Context: an optimization exercise on an open-source flow, tuned for small area. The choices shown serve that exercise and are no tape-out recipe. The RTL was checked by simulation tests, not by an equivalence proof against the original design. Power is estimated from default activity; no workload was simulated.

--- flow/design.v ---
package blinker_pkg;
  function automatic integer len_w(input integer pat_w);
    len_w = $clog2(pat_w) + 1;
  endfunction
endpackage
module blink_channel
#(
  parameter int PAT_W   = 32,
  parameter int PRESC_W = 20,
  parameter int IDX_W   = $clog2(PAT_W)
) (
  input  logic               clk_i,
  input  logic               rst_i,
  input  logic               en_i,
  input  logic               cfg_we_i,
  input  logic [PAT_W-1:0]   cfg_pattern_i,
  input  logic               cfg_lnz_i,
  input  logic [IDX_W-1:0]   cfg_lm1_i,
  input  logic [PRESC_W-1:0] cfg_presc_i,
  input  logic               cfg_oneshot_i,
  output logic               out_o,
  output logic               done_o,
  output logic               pending_o
);
  logic               run_q;
  logic               armed_q;
  logic               done_q;
  logic               sh_v_q;
  logic               nx_lnz_q;
  logic               out_q;
  logic [PAT_W-1:0]   nx_pat_q;
  logic [IDX_W-1:0]   nx_lm1_q;
  logic [PRESC_W-1:0] nx_presc_q;
  logic               nx_os_q;
  logic [PAT_W-1:1]   pat_q;
  logic [IDX_W-1:0]   rem_q;
  logic [PRESC_W-1:0] presc_q;
  logic               os_q;
  logic [PRESC_W-1:0] cnt_q;
  logic [PAT_W-1:0]   nx_pat_d;
  logic [IDX_W-1:0]   nx_lm1_d;
  logic [PRESC_W-1:0] nx_presc_d;
  logic               nx_os_d;
  logic               nx_lnz_d;
  logic [PRESC_W-1:0] cnt_inc;
  logic               bit_last;
  logic               pat_last;
  logic               wrap;
  logic               load;
  logic               run_d;
  logic [PAT_W-1:0]   pat_d;
  assign nx_pat_d   = (cfg_pattern_i & {PAT_W{cfg_we_i}})   | (nx_pat_q   & {PAT_W{~cfg_we_i}});
  assign nx_lm1_d   = (cfg_lm1_i     & {IDX_W{cfg_we_i}})   | (nx_lm1_q   & {IDX_W{~cfg_we_i}});
  assign nx_presc_d = (cfg_presc_i   & {PRESC_W{cfg_we_i}}) | (nx_presc_q & {PRESC_W{~cfg_we_i}});
  assign nx_os_d    = (cfg_oneshot_i & cfg_we_i)            | (nx_os_q    & ~cfg_we_i);
  assign nx_lnz_d   = (cfg_lnz_i     & cfg_we_i)            | (nx_lnz_q   & ~cfg_we_i);
  assign cnt_inc  = cnt_q + PRESC_W'(1);
  assign bit_last = (cnt_inc == presc_q);
  assign pat_last = (rem_q == '0);
  assign wrap  = run_q & (~en_i | (bit_last & pat_last));
  assign load  = ~run_q | wrap;
  assign run_d = run_q ? (~wrap | (en_i & ~os_q & nx_lnz_d))
                       : (en_i & armed_q & ~cfg_we_i & nx_lnz_d);
  assign pat_d = load ? nx_pat_d : (bit_last ? {1'b0, pat_q[PAT_W-1:1]} : {pat_q, out_q});
  always_ff @(posedge clk_i or posedge rst_i) begin
    if (rst_i) begin
      run_q    <= 1'b0;
      armed_q  <= 1'b1;
      out_q    <= 1'b0;
      done_q   <= 1'b0;
      sh_v_q   <= 1'b0;
      nx_lnz_q <= 1'b0;
    end else begin
      run_q    <= run_d;
      out_q    <= run_d & pat_d[0];
      done_q   <= wrap & en_i & os_q;
      armed_q  <= ~en_i | (armed_q & ~(wrap & os_q));
      sh_v_q   <= run_q & ~wrap & (sh_v_q | cfg_we_i);
      nx_lnz_q <= nx_lnz_d;
    end
  end
  always_ff @(posedge clk_i) begin
    nx_pat_q   <= nx_pat_d;
    nx_lm1_q   <= nx_lm1_d;
    nx_presc_q <= nx_presc_d;
    nx_os_q    <= nx_os_d;
    pat_q      <= pat_d[PAT_W-1:1];
    if (load) begin
      rem_q   <= nx_lm1_d;
      presc_q <= nx_presc_d;
      os_q    <= nx_os_d;
    end else if (bit_last) begin
      rem_q   <= rem_q - IDX_W'(1);
    end
    cnt_q <= (~run_q | ~en_i | bit_last) ? '0 : cnt_inc;
  end
  assign out_o     = out_q;
  assign done_o    = done_q;
  assign pending_o = sh_v_q;
endmodule
module multi_pattern_blinker
#(
  parameter  int CHANNELS = 4,
  parameter  int PAT_W    = 32,
  parameter  int PRESC_W  = 20,
  localparam int CH_W     = (CHANNELS > 1) ? $clog2(CHANNELS) : 1,
  localparam int LEN_W    = blinker_pkg::len_w(PAT_W),
  localparam int IDX_W    = $clog2(PAT_W)
) (
  input  logic                i_clk,
  input  logic                i_rst,
  input  logic                i_cfg_valid,
  output logic                o_cfg_ready,
  input  logic [CH_W-1:0]     i_cfg_ch,
  input  logic [PAT_W-1:0]    i_cfg_pattern,
  input  logic [LEN_W-1:0]    i_cfg_len,
  input  logic [PRESC_W-1:0]  i_cfg_prescale,
  input  logic                i_cfg_oneshot,
  input  logic [CHANNELS-1:0] i_en,
  output logic [CHANNELS-1:0] o_out,
  output logic [CHANNELS-1:0] o_done
);
  logic [CHANNELS-1:0] cfg_we;
  logic [CHANNELS-1:0] pending;
  logic                cfg_lnz;
  logic [IDX_W-1:0]    cfg_lm1;
  logic [PRESC_W-1:0]  cfg_presc;
  always_comb begin
    o_cfg_ready = 1'b1;
    for (int c = 0; c < CHANNELS; c++) begin
      if ((i_cfg_ch == CH_W'(c)) && pending[c]) begin
        o_cfg_ready = 1'b0;
      end
    end
  end
  assign cfg_lnz   = (i_cfg_len != '0);
  assign cfg_lm1   = (i_cfg_len >= LEN_W'(PAT_W)) ? IDX_W'(PAT_W - 1) : IDX_W'(i_cfg_len - LEN_W'(1));
  assign cfg_presc = {i_cfg_prescale[PRESC_W-1:1], i_cfg_prescale[0] | (i_cfg_prescale == '0)};
  for (genvar c = 0; c < CHANNELS; c++) begin : g_ch
    assign cfg_we[c] = i_cfg_valid & o_cfg_ready & (i_cfg_ch == CH_W'(c));
    blink_channel #(
      .PAT_W   (PAT_W),
      .PRESC_W (PRESC_W),
      .IDX_W   (IDX_W)
    ) u_ch (
      .clk_i          (i_clk),
      .rst_i          (i_rst),
      .en_i           (i_en[c]),
      .cfg_we_i       (cfg_we[c]),
      .cfg_pattern_i  (i_cfg_pattern),
      .cfg_lnz_i      (cfg_lnz),
      .cfg_lm1_i      (cfg_lm1),
      .cfg_presc_i    (cfg_presc),
      .cfg_oneshot_i  (i_cfg_oneshot),
      .out_o          (o_out[c]),
      .done_o         (o_done[c]),
      .pending_o      (pending[c])
    );
  end
endmodule
--- flow/run.sh ---
#!/bin/bash
# synth_recipe.tcl (not shown) runs the flow's synth.tcl, then flattens the netlist and writes it again
# the make line also repeats each setting of config.mk as NAME=value (left out here)
make -C /OpenROAD-flow-scripts/flow DESIGN_CONFIG=/design/flow/config.mk WORK_HOME=/design/flow/orfs CLKGATE_MAP_FILE= SYNTH_SCRIPT=/design/flow/synth_recipe.tcl finish
--- flow/config.mk ---
export PLATFORM = sky130hd
export DESIGN_NAME = multi_pattern_blinker
export DESIGN_NICKNAME = multi_pattern_blinker
export VERILOG_FILES = /design/flow/design.v
export SDC_FILE = /design/flow/constraint.sdc
export NUM_CORES = 4
export LEC_CHECK = 0
export CAP_MARGIN = 20
export CORE_MARGIN = 2
export CORE_UTILIZATION = 60
export CTS_BUF_LIST = sky130_fd_sc_hd__clkbuf_8
export CTS_CLUSTER_DIAMETER = 100
export CTS_CLUSTER_SIZE = 18
export SLEW_MARGIN = 20
--- flow/constraint.sdc ---
create_clock -name core_clock -period 10.0 [get_ports {i_clk}]
set_input_delay 2.0000 -clock core_clock [delete_from_list [all_inputs] [get_ports {i_clk}]]
set_output_delay 2.0000 -clock core_clock [all_outputs]
set_load 0.01 [all_outputs]
==> key figures, run 1 <==
Run status
  – Outcome: finished clean

Detailed routing
  – Vias per cell: 5.81
  – Avg WL per Cell: 19.8 um
  – Initial DRC count: 850
  – DR pass1 iterations: 5
  – Remaining antenna violation count after routing: 0
  – Drt drc: 0
  – Via count: 14500
  – Total Wirelength: 49.4 mm

Synthesis
  – Yosys warns: 2
  – Cell area after synthesis: 0.0234 mm^2
  – Ranking of synthesized cells by area: edfxtp_1 29%, dfxtp_1 27%, mux2_2 12%, a22o_1 3.4%, xnor2_1 3.2%
  – Post-synthesis cell count: 1908
  – Most common cell in the netlist: dfxtp_1
  – Leading area contributor after synthesis: edfxtp_1
  – Async SR Flop Fraction: 4.26%
  – Commonest cells in the netlist: 312 x dfxtp_1, 244 x mux2_2, 228 x edfxtp_1
  – Post-synth top area share: 29.3%
  – Post-synth cell types: 81
  – Syn nets: 1986
  – Seq/Total Area, Yosys: 58.6%
  – EDFF count, synth: 228
  – Register bit total from synthesis: 564
  – Synth Area per Inst: 12.3 um^2
  – Primary FF master, synth: dfxtp_1

Power
  – Tot Pwr: 0.00485 W
  – P per Cell Area: 193 mW/mm^2
  – Max VDD drop: 0.161 mV
  – P_leak: 9.30 nW

Job
  – Max-cap viol count: 0

Place
  – Buffers on Ports: 76
  – Pre-CTS setup slack: 4.25 ns
  – Final HPWL from detailed placement: 32.5 mm
  – Final GP Congestion: 0.872

Global routing
  – GRT overflow: 0
  – Gr usage total: 24.8%
  – First-pass GRT wire length: 79.1 mm
  – Pin count of the biggest net entering global routing: 70
  – Vias in the first global route: 14700
  – Initial antenna violation count: 2

Setup path
  – Critical Path AT: 3.75 ns
  – CP endpoint kind: output port
  – Crit Path Category: input port to output port
  – Worst Path Max Fanout: 5
  – Req. time, crit path: 8.00 ns
  – Crit start category: input port

STA
  – Slew margin rel.: 26.1%
  – Fin. Hold Viols: 0
  – Final worst setup slack: 4.25 ns
  – Period utilisation layout: 57.5%
  – Final-report setup violation count: 0
  – Setup TNS: 0 ns
  – Actual slew at the worst max-slew pin: 1.11 ns
  – Min cycle time layout: 5.75 ns
  – RSZ-0062 raised after global routing: no
  – Clock Skew: 0.0309 ns
  – Fin. max-slew vios: 0
  – F_max: 174 MHz

Clock tree
  – H-tree Lvls: 2
  – Clk root buf: clkbuf_8
  – Cts bufs inserted: 37
  – CTS tree: built
  – Clock Pin Slew Worst Setup and Hold Paths: 0.10 ns
  – Hold_buf cts: 0
  – Clk Latency, worst-skew pair: 0.63 ns
  – Max Root-Sink Buffers: 3
  – Post-CTS sizing: 0
  – Post-CTS Repair Setup Buffers: 0
  – CTS Sinks: 564

Die
  – Placement Rows: 72
  – Initial core utilization: 60.6%
  – Die H: 201 um
  – Die area: 0.0406 mm^2
  – Core area: 0.0386 mm^2
  – Die X-Extent: 201 um
  – IO Pins: 77

Worst hold path
  – Tightest Hold Check Type: flip-flop to flip-flop

Finish
  – P&R area growth vs syn: 7.59%
  – Ratio of cells with drive above 1 in the final layout: 17.5%
  – Fin nets: 2022
==> area by class of cell <==
class / instances / area (um^2)
Sequential cell: 564 / 13700
Fill cell: 3068 / 13400
Multi-Input combinational cell: 1170 / 8950
Timing Repair Buffer: 98 / 926
Tap cell: 518 / 648
Clock buffer: 39 / 537
Inverter: 73 / 274
Clock inverter: 27 / 118
Antenna cell: 1 / 2.50
==> power by group <==
| group | switching (W) | total, W | leakage, nW | internal [W] |
|---|---|---|---|---|
| combinational | 0.000362 | 0.000747 | 3.59 | 0.000385 |
| sequential | 0.000161 | 0.00303 | 5.28 | 0.00287 |
| clock | 0.000703 | 0.00107 | 0.421 | 0.000370 |
| total | 0.00123 | 0.00485 | 9.30 | 0.00363 |
==> kinds of logic (layout without fill, tap and decap cells) <==
group,Yosys count,after routing,share of synthesized area [%]
buf+inv,174,237,3.34
fa+ha+maj,10,10,0.535
simple gates,496,496,10.9
compound gates,250,250,7.93
mux,260,260,12.5
other cells,0,1,0
flops,564,564,58.6
xor+xnor,154,154,6.20
==> flip-flops by register name, summed over array words and instances (netlist names) <==
name	count
g_ch.u_ch.presc_q	80
g_ch.u_ch.cnt_q	80
g_ch.u_ch.rem_q	20
g_ch.u_ch.nx_pat_q	128
g_ch.u_ch.pat_q	124
g_ch.u_ch.armed_q	4
g_ch.u_ch.out_q	4
g_ch.u_ch.nx_lnz_q	4
g_ch.u_ch.sh_v_q	4
g_ch.u_ch.os_q	4
g_ch.u_ch.nx_presc_q	80
g_ch.u_ch.nx_os_q	4
g_ch.u_ch.done_q	4
g_ch.u_ch.run_q	4
g_ch.u_ch.nx_lm1_q	20
==> layer usage <==
layer	vias up	routed length (um)	track usage, %
li1	6935	-	-
met1	7185	22300	32.7
met2	287	23600	42.0
met3	68	2340	4.02
met4	2	1130	7.90
met5	-	10	0
==> cell usage in the layout, fill, tap and decap left out, types with 5 or more instances in the layout <==
cell type	n
dfxtp_1	312
mux2_2	244
edfxtp_1	228
nor2_1	182
inv_1	96
a22o_1	91
xnor2_1	86
clkdlybuf4s50_1	76
nand2_1	71
xor2_1	61
nand3_1	42
o21ai_0	40
clkbuf_8	39
a21oi_1	36
nor3_1	28
nand4_1	26
nor4_1	24
buf_4	22
dfrtp_1	20
and3_1	18
nand2b_1	17
a31oi_1	15
nor2b_1	13
and2_1	13
mux2i_1	11
ha_1	10
and4_1	9
nor3b_1	7
or3_1	7
o21a_1	5
o22ai_1	5
==> final timing paths <==
| check | from | endpoint | slack, ns | depth (start not counted) |
|---|---|---|---|---|
| min in group asynchronous | i_rst | g_ch[2].u_ch.out_q | 1.76 | 3 |
| hold / removal | g_ch[2].u_ch.nx_pat_q[0] | g_ch[2].u_ch.nx_pat_q[0] | 0.47 | 2 |
| max in group asynchronous | i_rst | g_ch[3].u_ch.armed_q | 7.90 | 3 |
| setup reg to reg | g_ch[3].u_ch.cnt_q[0] | g_ch[3].u_ch.presc_q[6] | 5.26 | 12 |
| hold reg to reg | g_ch[2].u_ch.nx_pat_q[0] | g_ch[2].u_ch.nx_pat_q[0] | 0.47 | 2 |
| setup / recovery | i_cfg_ch[0] | o_cfg_ready | 4.25 | 4 |
==> critical path, cell delays in order <==
cell	delay [ns]
clkdlybuf4s50_1	0.62
mux4_2	0.54
inv_1	0.07
clkdlybuf4s50_1	0.53
==> per-stage QoR <==
step | cells | cell area [um^2] | hold WS [ns] | util, %
5_1_grt | 2489 | 25100 | 0.488 | 65.2
3_5_place_dp | 2423 | 24500 | 0.445 | 63.5
2_1_floorplan | 1908 | 23400 | 0.410 | -
6_report | 2490 | 25200 | 0.470 | 65.2
4_1_cts | 2489 | 25100 | 0.474 | 65.2
3_3_place_gp | 2423 | 24500 | 0.441 | 63.5
==> inputs of run 2 (changes only) <==
--- a/flow/config.mk
+++ b/flow/config.mk
@@ -8,7 +8,7 @@
 export CAP_MARGIN = 20
 export CORE_MARGIN = 2
 export CORE_UTILIZATION = 60
-export CTS_BUF_LIST = sky130_fd_sc_hd__clkbuf_8
-export CTS_CLUSTER_DIAMETER = 100
-export CTS_CLUSTER_SIZE = 18
+export CTS_BUF_LIST = sky130_fd_sc_hd__clkbuf_16
+export CTS_CLUSTER_DIAMETER = 150
+export CTS_CLUSTER_SIZE = 30
 export SLEW_MARGIN = 20
==> run 2 against run 1 <==
  * Die area unchanged
  * Fmax about the same
  * Synthesized area unchanged
  * Utilization is essentially flat
  * Flip-flop and latch count unchanged
  * Clock power barely moved
  * Clock skew down 0.0051 ns
  * Count of clock-buffer cells in the layout decreased by 16
  * Total power increased by 0.64%
  * First-iteration DRC count grew 6.4%
  * Critical endpoint unchanged
==> key figures, run 2 <==
Die
  – Die X-Extent: 201 um (unchanged)
  – Placement Rows: 72 (unchanged)
  – Initial core utilization: 60.6% (unchanged)
  – Die area: 0.0406 mm^2 (unchanged)
  – Core area: 0.0386 mm^2 (unchanged)
  – IO Pins: 77 (unchanged)
  – Die H: 201 um (unchanged)

Synthesis
  – Ranking of synthesized cells by area: edfxtp_1 29%, dfxtp_1 27%, mux2_2 12%, a22o_1 3.4%, xnor2_1 3.2% (unchanged)
  – Cell area after synthesis: 0.0234 mm^2 (unchanged)
  – Post-synth cell types: 81 (unchanged)
  – Post-synth top area share: 29.3% (unchanged)
  – Yosys warns: 2 (unchanged)
  – Seq/Total Area, Yosys: 58.6% (unchanged)
  – Most common cell in the netlist: dfxtp_1 (unchanged)
  – Leading area contributor after synthesis: edfxtp_1 (unchanged)
  – Register bit total from synthesis: 564 (unchanged)
  – EDFF count, synth: 228 (unchanged)
  – Synth Area per Inst: 12.3 um^2 (unchanged)
  – Syn nets: 1986 (unchanged)
  – Primary FF master, synth: dfxtp_1 (unchanged)
  – Commonest cells in the netlist: 312 x dfxtp_1, 244 x mux2_2, 228 x edfxtp_1 (unchanged)
  – Async SR Flop Fraction: 4.26% (unchanged)
  – Post-synthesis cell count: 1908 (unchanged)

Detailed routing
  – Drt drc: 0 (unchanged)
  – Remaining antenna violation count after routing: 0 (unchanged)
  – DR pass1 iterations: 5 (unchanged)
  – Vias per cell: 5.83 (was 5.81)
  – Via count: 14400 (was 14500)
  – Initial DRC count: 904 (was 850)
  – Total Wirelength: 49.1 mm (was 49.4 mm)
  – Avg WL per Cell: 19.9 um (was 19.8 um)

Clock tree
  – Clock Pin Slew Worst Setup and Hold Paths: 0.12 ns (was 0.10 ns)
  – Clk root buf: clkbuf_16 (was clkbuf_8)
  – Hold_buf cts: 0 (unchanged)
  – H-tree Lvls: 1 (was 2)
  – Post-CTS sizing: 0 (unchanged)
  – Max Root-Sink Buffers: 3 (unchanged)
  – Cts bufs inserted: 22 (was 37)
  – CTS tree: built (unchanged)
  – Post-CTS Repair Setup Buffers: 0 (unchanged)
  – Clk Latency, worst-skew pair: 0.57 ns (was 0.63 ns)
  – CTS Sinks: 564 (unchanged)

STA
  – Period utilisation layout: 57.5% (about the same)
  – Setup TNS: 0 ns (unchanged)
  – Actual slew at the worst max-slew pin: 1.15 ns (was 1.11 ns)
  – Fin. max-slew vios: 0 (unchanged)
  – Final-report setup violation count: 0 (unchanged)
  – Min cycle time layout: 5.75 ns (about the same)
  – RSZ-0062 raised after global routing: no (unchanged)
  – Clock Skew: 0.0258 ns (was 0.0309 ns)
  – Worst hold slack: 0.472 ns (was 0.470 ns)
  – Slew margin rel.: 23.6% (was 26.1%)
  – F_max: 174 MHz (about the same)
  – Fin. Hold Viols: 0 (unchanged)

Finish
  – Largest register FFs: 128 (unchanged)
  – Finished Layout Cells: 2464 (was 2490)
  – Filler cells: 3058 (was 3068)
  – Commonest non-fill, non-tap cell in the layout: dfxtp_1 (unchanged)
  – Commonest non-fill, non-tap cells in the layout: 312 x dfxtp_1, 244 x mux2_2, 228 x edfxtp_1 (unchanged)
  – Ratio of cells with drive above 1 in the final layout: 16.9% (was 17.5%)
  – Largest Register: g_ch.u_ch.nx_pat_q (unchanged)
  – Final core utilization: 65.2% (about the same)
  – Largest registers: g_ch.u_ch.nx_pat_q (128), g_ch.u_ch.pat_q (124) (unchanged)
  – P&R area growth vs syn: 7.55% (was 7.59%)
  – Fin nets: 2007 (was 2022)

Setup path
  – Crit Path Category: input port to output port (unchanged)
  – FF-to-FF Start: g_ch[1].u_ch.cnt_q[0] (was g_ch[3].u_ch.cnt_q[0])
  – Worst Reg2Reg Path Length in Cells: 10 (was 12)
  – Worst Path Max Fanout: 5 (unchanged)
  – Worst r2r dst: g_ch[1].u_ch.presc_q[7] (was g_ch[3].u_ch.presc_q[6])
  – Req. time, crit path: 8.00 ns (about the same)
  – Crit start category: input port (unchanged)
  – Critical Path AT: 3.75 ns (about the same)
  – Crit. Startpoint: i_cfg_ch[0] (unchanged)
  – CP endpoint kind: output port (unchanged)
  – R2r setup slk: 5.22 ns (was 5.26 ns)

Place
  – Placed Cells: 2423 (unchanged)
  – Final GP Congestion: 0.872 (unchanged)
  – Final HPWL from detailed placement: 32.5 mm (unchanged)
  – Buffers on Ports: 76 (unchanged)

Worst hold path
  – Worst Hold End: g_ch[1].u_ch.armed_q (was g_ch[2].u_ch.nx_pat_q[0])
  – WHS Path Cells: 2 (unchanged)
  – Tightest Hold Check Type: flip-flop to flip-flop (unchanged)
  – HP Start: g_ch[1].u_ch.armed_q (was g_ch[2].u_ch.nx_pat_q[0])

Global routing
  – Gr usage total: 24.3% (was 24.8%)
  – Pin count of the biggest net entering global routing: 70 (unchanged)
  – Vias in the first global route: 14500 (was 14700)
  – GRT busiest layer: met2 (unchanged)
  – Initial antenna violation count: 2 (unchanged)
  – GRT met3 Usage: 3.16% (was 4.02%)
  – GRT overflow: 0 (unchanged)
  – First-pass GRT wire length: 78.5 mm (was 79.1 mm)
  – Met1 GRT Util: 32.7% (about the same)
  – Met2 GRT Util: 42.1% (was 42.0%)

Power
  – P per Cell Area: 194 mW/mm^2 (was 193 mW/mm^2)
  – P_leak: 9.25 nW (was 9.30 nW)
  – Max VDD drop: 0.169 mV (was 0.161 mV)

Run status
  – Outcome: finished clean (unchanged)

Job
  – Max-cap viol count: 0 (unchanged)
## run 2: cell counts after synthesis
No cell type changed its count.
## run 2: layer usage
layer  wire length, um  share of wire (%)
met5                16              0.033
met2             23600                 48
met3              1890                3.8
met4               972                2.0
met1             22600                 46
## run 2: logic make-up after synthesis
family / share of synthesized area [%]
AOI/OAI and AO/OA: 7.93
and+or+nand+nor: 10.9
muxes: 12.5
adders and majority gates: 0.535
buffers and inverters: 3.34
xor gates and xnor gates: 6.20
DFF: 58.6
## run 2: worst max-delay path, stage by stage
cell and delay (ns):
clkdlybuf4s50_1 0.62, mux4_2 0.54, inv_1 0.07, clkdlybuf4s50_1 0.53
## run 2: power by group
group          switching [W]  leakage, nW  internal [W]
logic               0.000363         3.59      0.000385
registers           0.000161         5.28       0.00287
clock network       0.000677        0.373      0.000426
## run 2: worst max path at each step
stage / slack, ns / to
finish: 4.25 / o_cfg_ready
global route: 4.20 / o_cfg_ready
CTS: 4.23 / o_cfg_ready
detailed placement: 4.25 / o_cfg_ready
global placement: 4.23 / o_cfg_ready
floorplan: 5.44 / o_cfg_ready
## run 2: cell type report
class	count	area, um^2	share of cell area [%]
inverter	73	274	1.09
sequential	564	13700	54.5
timing repair buffer	98	926	3.68
antenna	1	2.50	0.00995
clock buffer	23	576	2.29
clock inverter	17	68.8	0.274
multi-input combinational	1170	8950	35.6
tap	518	648	2.58
## run 2: stage by stage
step	total power, W	area (um^2)	setup WS, ns
final	0.00488	25100	4.25
after global routing	0.00512	25100	4.20
after CTS	0.00492	25100	4.23
after detailed placement	0.00383	24500	4.25
after global placement	0.00380	24500	4.23
after floorplan	0.00359	23400	5.44
==> inputs of run 3 (changes only) <==
==> flow/flow/run.sh (new file) <==
#!/bin/bash
# Own flow: the standard layout, except that Yosys's abc maps the combinational logic
# with an area-oriented script (flow/abc_amap.script) instead of ORFS's default one.
# Registers, their names and cell types are untouched: dfflibmap and every other synthesis
# step are the standard ones (synth_recipe.tcl is sourced unchanged).
set -euo pipefail
W=$(pwd)

cat > "$W/flow_synth.tcl" <<EOT
proc abc {args} {
  set i [lsearch -exact \$args -script]
  if { \$i >= 0 } { lset args [expr { \$i + 1 }] $W/flow/abc_amap.script }
  yosys abc {*}\$args
}
source $W/synth_recipe.tcl
EOT

sed "s#SYNTH_SCRIPT=[^ ]*#SYNTH_SCRIPT=$W/flow_synth.tcl#" standard.sh > "$W/flow_standard.sh"
grep -q "SYNTH_SCRIPT=$W/flow_synth.tcl" "$W/flow_standard.sh"

bash "$W/flow_standard.sh" finish > "$W/flow_make.log" 2>&1
==> flow/flow/abc_amap.script (new file) <==
strash
dch -f
amap
topo
stime -c
==> flow/standard.sh (new file) <==
#!/bin/bash
# synth_recipe.tcl (not shown) runs the flow's synth.tcl, then flattens the netlist and writes it again
# the make line also repeats each setting of config.mk as NAME=value (left out here)
make -C /OpenROAD-flow-scripts/flow DESIGN_CONFIG=/design/flow/config.mk WORK_HOME=/design/flow/orfs CLKGATE_MAP_FILE= SYNTH_SCRIPT=/design/flow/synth_recipe.tcl "${@:-finish}"
removed: flow/run.sh
==> run 3 against run 2 <==
  * Fmax is 5.1% lower
  * Flip-flop and latch count unchanged
  * Still clean
  * Cell area fell by 7.6%
  * Clock power about the same
  * Wire length decreased by 2.1%
  * Clock skew fell by 0.012 ns
  * Sequential power rose by 8.3%
  * Sequential share of layout area grew 4.5 points
  * Count of clock-buffer cells in the layout unchanged
  * Die area fell by 9.7%
==> key figures, run 3 <==
Setup path
  – Critical Path AT: 6.51 ns (was 3.75 ns)
  – Worst Reg2Reg Path Length in Cells: 25 (was 10)
  – FF-to-FF Start: g_ch[3].u_ch.cnt_q[0] (was g_ch[1].u_ch.cnt_q[0])
  – Worst Path Max Fanout: 76 (was 5)
  – Crit start category: flip-flop (was input port)
  – R2r setup slk: 3.94 ns (was 5.22 ns)
  – Crit Path Category: flip-flop to flip-flop (was input port to output port)
  – Worst r2r dst: g_ch[3].u_ch.out_q (was g_ch[1].u_ch.presc_q[7])
  – Req. time, crit path: 10.45 ns (was 8.00 ns)
  – CP endpoint kind: flip-flop (was output port)

Worst hold path
  – Tightest Hold Check Type: flip-flop to flip-flop (unchanged)
  – Worst Hold End: g_ch[0].u_ch.armed_q (was g_ch[1].u_ch.armed_q)
  – HP Start: g_ch[0].u_ch.armed_q (was g_ch[1].u_ch.armed_q)
  – WHS Path Cells: 2 (unchanged)

Global routing
  – First-pass GRT wire length: 76.2 mm (was 78.5 mm)
  – Initial antenna violation count: 0 (was 2)
  – Gr usage total: 26.5% (was 24.3%)
  – Pin count of the biggest net entering global routing: 77 (was 70)
  – Vias in the first global route: 14600 (was 14500)
  – GRT overflow: 0 (unchanged)

Synthesis
  – Register bit total from synthesis: 564 (unchanged)
  – Post-synthesis mux area share: 0% (was 12.5%)
  – EDFF count, synth: 228 (unchanged)
  – Yosys warns: 2 (unchanged)
  – Commonest cells in the netlist: 312 x dfxtp_1, 228 x edfxtp_1, 220 x clkinv_1 (was 312 x dfxtp_1, 244 x mux2_2, 228 x edfxtp_1)
  – Post-synth cell types: 42 (was 81)
  – Seq/Total Area, Yosys: 65.1% (was 58.6%)
  – Async SR Flop Fraction: 4.26% (unchanged)
  – Ranking of synthesized cells by area: edfxtp_1 33%, dfxtp_1 30%, o22a_1 5.0%, o21ai_0 4.4%, o22ai_1 4.1% (was edfxtp_1 29%, dfxtp_1 27%, mux2_2 12%, a22o_1 3.4%, xnor2_1 3.2%)
  – Largest family of logic cells by synthesized area: compound AO/OA/AOI/OAI gates (was multiplexers)
  – Synth Area per Inst: 10.8 um^2 (was 12.3 um^2)
  – Syn nets: 2034 (was 1986)
  – Adder-cell share of the synthesized area: 0.594% (was 0.535%)
  – Primary FF master, synth: dfxtp_1 (unchanged)
  – Most common cell in the netlist: dfxtp_1 (unchanged)
  – Post-synthesis compound-gate area fraction: 16.6% (was 7.93%)
  – Cell area after synthesis: 0.0211 mm^2 (was 0.0234 mm^2)
  – Post-Synth XOR/XNOR Area: 0.499% (was 6.20%)
  – Synth Area in Simple Gates: 13.0% (was 10.9%)
  – Post-synthesis cell count: 1956 (was 1908)
  – Post-synth top area share: 32.5% (was 29.3%)
  – Leading area contributor after synthesis: edfxtp_1 (unchanged)

Die
  – Die X-Extent: 191 um (was 201 um)
  – Initial core utilization: 61.0% (was 60.6%)
  – Die H: 191 um (was 201 um)
  – IO Pins: 77 (unchanged)
  – Core area: 0.0345 mm^2 (was 0.0386 mm^2)
  – Die area: 0.0366 mm^2 (was 0.0406 mm^2)
  – Placement Rows: 68 (was 72)

Clock tree
  – CTS tree: built (unchanged)
  – Clock Pin Slew Worst Setup and Hold Paths: 0.11 ns (was 0.12 ns)
  – Cts bufs inserted: 22 (unchanged)
  – CTS Sinks: 564 (unchanged)
  – Post-CTS sizing: 0 (unchanged)
  – Post-CTS Repair Setup Buffers: 0 (unchanged)
  – Clk Latency, worst-skew pair: 0.56 ns (was 0.57 ns)
  – Max Root-Sink Buffers: 3 (unchanged)
  – H-tree Lvls: 1 (unchanged)
  – Hold_buf cts: 0 (unchanged)
  – Clk root buf: clkbuf_16 (unchanged)

STA
  – Worst hold slack: 0.474 ns (was 0.472 ns)
  – Fin. max-slew vios: 0 (unchanged)
  – RSZ-0062 raised after global routing: no (unchanged)
  – Fin. Hold Viols: 0 (unchanged)
  – Actual slew at the worst max-slew pin: 1.14 ns (was 1.15 ns)
  – F_max: 165 MHz (was 174 MHz)
  – Final-report setup violation count: 0 (unchanged)
  – Slew margin rel.: 23.5% (was 23.6%)
  – Setup TNS: 0 ns (unchanged)
  – Clock Skew: 0.0139 ns (was 0.0258 ns)
  – Min cycle time layout: 6.06 ns (was 5.75 ns)
  – Period utilisation layout: 60.6% (was 57.5%)

Detailed routing
  – Drt drc: 0 (unchanged)
  – DR pass1 iterations: 7 (was 5)
  – Vias per cell: 5.97 (was 5.83)
  – Remaining antenna violation count after routing: 0 (unchanged)
  – Via count: 15200 (was 14400)
  – Initial DRC count: 946 (was 904)
  – Avg WL per Cell: 19.0 um (was 19.9 um)
  – Total Wirelength: 48.1 mm (was 49.1 mm)

Finish
  – Largest registers: g_ch.u_ch.nx_pat_q (128), g_ch.u_ch.pat_q (124) (unchanged)
  – P&R area growth vs syn: 10.3% (was 7.55%)
  – Final core utilization: 67.2% (was 65.2%)
  – Commonest non-fill, non-tap cell in the layout: dfxtp_1 (unchanged)
  – Largest Register: g_ch.u_ch.nx_pat_q (unchanged)
  – Largest register FFs: 128 (unchanged)
  – Ratio of cells with drive above 1 in the final layout: 3.31% (was 16.9%)
  – Fin nets: 2146 (was 2007)
  – ANT cells: 0 (was 1)
  – Filler cells: 2771 (was 3058)
  – Commonest non-fill, non-tap cells in the layout: 312 x dfxtp_1, 228 x edfxtp_1, 215 x clkinv_1 (was 312 x dfxtp_1, 244 x mux2_2, 228 x edfxtp_1)

Place
  – Final GP Congestion: 0.901 (was 0.872)
  – Buffers on Ports: 76 (unchanged)
  – Final HPWL from detailed placement: 31.0 mm (was 32.5 mm)

Power
  – P_leak: 7.94 nW (was 9.25 nW)
  – Max VDD drop: 0.148 mV (was 0.169 mV)
  – P per Cell Area: 229 mW/mm^2 (was 194 mW/mm^2)

Job
  – Max-cap viol count: 0 (unchanged)

Run status
  – Outcome: finished clean (unchanged)
## run 3: changes by cell type after synthesis, moves of 45 or more
cell,before,now
xor2_1,61,9
mux2_2,244,0
nand3_1,42,139
clkbuf_1,45,0
clkinv_1,0,220
o22a_1,2,120
o21ai_0,40,185
xnor2_1,86,3
o22ai_1,5,137
a21oi_1,36,92
a22o_1,91,0
inv_1,71,0
## run 3: logic make-up (layout without fill, tap and decap cells)
family / after synthesis / after routing
buf+inv: 228 / 355
flops: 564 / 564
xor+xnor: 12 / 12
simple gates: 584 / 584
compound gates: 558 / 558
fa+ha+maj: 10 / 10
## run 3: worst max-delay path, stage by stage, from the launching register on
cell and delay [ns]:
dfxtp_1 0.41, ha_1 0.19, nand2_1 0.08, nor2_1 0.15, clkinv_1 0.10, nor3_1 0.26
clkinv_1 0.17, nor3_1 0.23, clkinv_1 0.16, nor4_1 0.35, nand3_1 0.17, nor2_1 0.16
nor2_1 0.06, a21oi_1 0.21, o21ai_0 0.11, or4_1 0.53, nor3_2 0.13, buf_4 0.33
clkinv_1 0.32, o21ai_0 0.44, nor2b_4 0.06, buf_4 0.33, clkinv_1 0.62, nor2_1 0.12
a21oi_1 0.16, nor2_1 0.06
## run 3: where the power goes
part	switching, W	internal, W
clock network	0.000667	0.000425
logic	0.000591	0.000345
registers	0.000205	0.00308
## run 3: worst max-delay path by stage
stage          slack (ns)                   from  cells past startpoint                     end
3_3_place_gp         4.03  g_ch[3].u_ch.cnt_q[0]                     22  g_ch[3].u_ch.pat_q[17]
3_5_place_dp         3.87  g_ch[3].u_ch.cnt_q[0]                     22  g_ch[3].u_ch.pat_q[15]
2_1_floorplan        0.34            i_cfg_ch[0]                     10   g_ch[0].u_ch.rem_q[0]
4_1_cts              3.73  g_ch[3].u_ch.cnt_q[0]                     22  g_ch[3].u_ch.pat_q[17]
5_1_grt              3.27  g_ch[3].u_ch.cnt_q[0]                     24   g_ch[3].u_ch.rem_q[3]
6_report             3.94  g_ch[3].u_ch.cnt_q[0]                     25      g_ch[3].u_ch.out_q
## run 3: area by class of cell
cell class                      count  area (um^2)  share of cell area [%]
Clock buffer                       23          576                    2.48
Clock inverter                     16         65.1                   0.280
Inverter                          220          826                    3.56
Multi-Input combinational cell   1164         6560                    28.3
Sequential cell                   564        13700                    59.0
Tap cell                          455          569                    2.45
Timing Repair Buffer               96          931                    4.01
## run 3: through the flow
step                power, W  instance area [um^2]  setup WS, ns  instances
global route         0.00559                 23200          3.27       2538
detailed placement   0.00427                 22600          3.87       2498
floorplan            0.00392                 21100         0.336       1956
global placement     0.00421                 22600          4.03       2498
CTS                  0.00533                 23200          3.73       2537
finish               0.00531                 23200          3.94       2538
## run 3: metal layers
layer  global-route usage, %  up-vias  part of all wire (%)
met3                    2.17       66                   3.9
met1                    34.9     7381                    44
met5                       0        -                     0
met2                    47.3      324                    50
li1                        -     7382                     -
met4                    6.57        0                   2.0

## separate check: timing with driven ports
The results above use ideal ports. As a check the final layouts listed here were re-extracted and re-timed, cells and wires unchanged.
Step 1 sets driving cells, clkbuf_16 on the clock port and buf_2 on the other inputs (assumed; they add their load-dependent delay and slew).
Step 2 also shifts input and output timing later by t, the mid clock arrival at the registers, as if the neighbouring blocks saw the same clock.
Slacks: no drivers / after step 1 / after step 2; pairs: no drivers / after step 1.
run | shift t [ns] | setup WS [ns] | hold WS [ns] | latest minus earliest clock arrival (ns) | worst data-port slew with drivers (ns)
run 1 | 0.665 | 4.246 / 4.222 / 4.222 | 0.470 / 0.470 / 0.470 | 0.036 / 0.037 | 0.08
run 2 | 0.607 | 4.246 / 4.222 / 4.222 | 0.472 / 0.472 / 0.472 | 0.027 / 0.027 | 0.08
run 3 | 0.609 | 3.937 / 3.937 / 3.937 | 0.474 / 0.474 / 0.474 | 0.014 / 0.015 | 0.06
After both steps every run listed still meets setup and hold.
